From an optimization exercise on the open Yosys and OpenROAD flow, aimed at small area, a short achievable clock period and few clock cycles per item; shortcuts taken in it are not production practice.
Function was checked by simulation only, so behaviour that the tests miss may differ from the original.

==> flow/design.v (excerpt) <==
module chacha_keystream_block_core (
  input  logic                            clk_i,
  input  logic                            rst_ni,
  input  logic                            in_valid_i,
  output logic                            in_stall_o,
  input  logic [chacha_pkg::CounterW-1:0] block_counter_i,
  output logic                            out_valid_o,
  input  logic                            out_stall_i,
  output logic [chacha_pkg::WordW-1:0]    keystream_word_o,
  output logic [chacha_pkg::IdxW-1:0]     word_index_o,
  output logic                            last_word_o,
  input  logic                            cfg_valid_i,
  output logic                            cfg_ready_o,
  input  logic [chacha_pkg::CfgIdxW-1:0]  cfg_index_i,
  input  logic [chacha_pkg::CfgDataW-1:0] cfg_data_i
);
  chacha_pkg::chacha_cmd_t cmd;
  chacha_pkg::chacha_sts_t sts;
  chacha_ctrl u_ctrl (
    .clk_i       (clk_i),
    .rst_ni      (rst_ni),
    .in_valid_i  (in_valid_i),
    .in_stall_o  (in_stall_o),
    .out_stall_i (out_stall_i),
    .out_valid_o (out_valid_o),
    .cmd_o       (cmd),
    .sts_i       (sts)
  );
  chacha_dp u_dp (
    .clk_i            (clk_i),
    .rst_ni           (rst_ni),
    .cmd_i            (cmd),
    .sts_o            (sts),
    .block_counter_i  (block_counter_i),
    .cfg_valid_i      (cfg_valid_i),
    .cfg_ready_o      (cfg_ready_o),
    .cfg_index_i      (cfg_index_i),
    .cfg_data_i       (cfg_data_i),
    .keystream_word_o (keystream_word_o),
    .word_index_o     (word_index_o),
    .last_word_o      (last_word_o)
  );
endmodule
make LEC_CHECK=0 CAP_MARGIN=35 CORE_MARGIN=2 CORE_UTILIZATION=45 SETUP_SLACK_MARGIN=5 SLEW_MARGIN=35 finish   # period 10.0 ns
run.sh (not shown) runs the stock make flow with config.mk's settings and CLKGATE_MAP_FILE= SYNTH_SCRIPT=/design/flow/synth_recipe.tcl, a recipe that flattens the netlist after the stock synthesis.
The first run finished clean.
Testbench counts at the start, summed over its fixed seeds: cycles 9,920, blocks 384.
Change:
==> flow/flow/run.sh (new file) <==
#!/bin/bash
set -euo pipefail
bash standard.sh SETUP_SLACK_MARGIN=6.0 finish > flow_make.log 2>&1
==> flow/standard.sh (new file) <==
#!/bin/bash
# synth_recipe.tcl (not shown) runs the flow's synth.tcl, then flattens the netlist and writes it again
# the make line also repeats each setting of config.mk as NAME=value (left out here)
make -C /OpenROAD-flow-scripts/flow DESIGN_CONFIG=/design/flow/config.mk WORK_HOME=/design/flow/orfs CLKGATE_MAP_FILE= SYNTH_SCRIPT=/design/flow/synth_recipe.tcl "${@:-finish}"
- SETUP_SLACK_MARGIN: 5 -> default
removed: flow/run.sh
First-iteration DRC count is higher by 1.2%.
Final cell count is lower by 0.71%.
Area after synthesis is unchanged.
Cell area is higher by 0.79%.
Global-route usage is lower by 0.78 points.
Utilization is higher by 0.42 points.
Hold slack loses 0.0094 ns.
Die area does not change.
Wire length is lower by 2.0%.


Setup of the reference run:
chacha_keystream_block_core, a different RTL version from the one above (not shown whole).
Size in the first run: ~9600 cells after synthesis, about 3400 flip-flops, about 180 I/O pins, about 130000 um^2 of cells after synthesis.
// chacha_keystream_block_core
module chacha_keystream_block_core (
  input  logic                            clk_i,
  input  logic                            rst_ni,
  input  logic                            in_valid_i,
  output logic                            in_stall_o,
  input  logic [chacha_pkg::CounterW-1:0] block_counter_i,
  output logic                            out_valid_o,
  input  logic                            out_stall_i,
  output logic [chacha_pkg::WordW-1:0]    keystream_word_o,
  output logic [chacha_pkg::IdxW-1:0]     word_index_o,
  output logic                            last_word_o,
  input  logic                            cfg_valid_i,
  output logic                            cfg_ready_o,
  input  logic [chacha_pkg::CfgIdxW-1:0]  cfg_index_i,
  input  logic [chacha_pkg::CfgDataW-1:0] cfg_data_i
);
clock: 10.0 ns
lec_check: 0
cap_margin: 35
core_margin: 2
core_utilization: 55
cts_cluster_diameter: 55
cts_cluster_size: 15
slew_margin: 35
standard.sh (not shown) runs the stock make flow with config.mk's settings and CLKGATE_MAP_FILE= SYNTH_SCRIPT=/design/flow/synth_recipe.tcl, a recipe that flattens the netlist after the stock synthesis.
==> flow/flow/run.sh <==
#!/bin/bash
set -euo pipefail
bash standard.sh SETUP_SLACK_MARGIN=6.4 finish > flow_make.log 2>&1
The reference run went all the way through the flow, and no timing, DRC or antenna check failed.
Testbench counts of the reference run, summed over its fixed seeds: cycles 9,888, blocks 384.
Relative to the reference run, the following input files were edited for the trial run:
- removing CTS_CLUSTER_SIZE (formerly 15)
- removing CTS_CLUSTER_DIAMETER (formerly 55)
Notes after the runs:
- Looking at final layout net count across the trial run and the reference run, the one that comes out higher is the trial run.
- Each of the runs, namely the trial run and the reference run, reached the end of the flow and came out clean.
- From the reference run to the trial run, remaining routing DRC violations did not move at all.
- The trial run gives more count of clock buffers in the final design than the reference run did.
- When the final numbers for the trial run and the reference run were put side by side, the maximum cell stage delay along the critical path turned out to be smaller in the reference run.

-- port drivers added, routing unchanged --
No port has a modelled driver above. Below, the same layouts with a new extraction and two added sets of constraints. Step 1 sets driving cells, clkbuf_16 on the clock port and buf_2 on the other inputs (assumed; they add their load-dependent delay and slew). Step 2 also shifts input and output timing later by t, the mid clock arrival at the registers, as if the neighbouring blocks saw the same clock. a / b / c = no drivers / after step 1 / after step 2; a / b = the first two.
| run | shift t [ns] | setup slack, ns | worst setup path at the end | clock arrival spread, ns | cell pins on the clock port's net |
|---|---|---|---|---|---|
| the first run of note 1 | 1.049 | 4.976 / 4.976 / 4.862 | input to register | 0.060 / 0.060 | 1 |
| the second run of note 1 | 1.038 | 5.876 / 5.876 / 5.169 | input to register | 0.068 / 0.067 | 1 |
| the reference run | 1.063 | 6.290 / 6.290 / 5.506 | input to register | 0.072 / 0.072 | 1 |
| the trial run | 1.067 | 6.260 / 6.260 / 5.474 | input to register | 0.079 / 0.080 | 1 |
After both steps every run listed still meets setup and hold. The setup slack of the trial run, which loses most, moves by 0.000 ns with the drivers and by -0.786 ns with both steps.
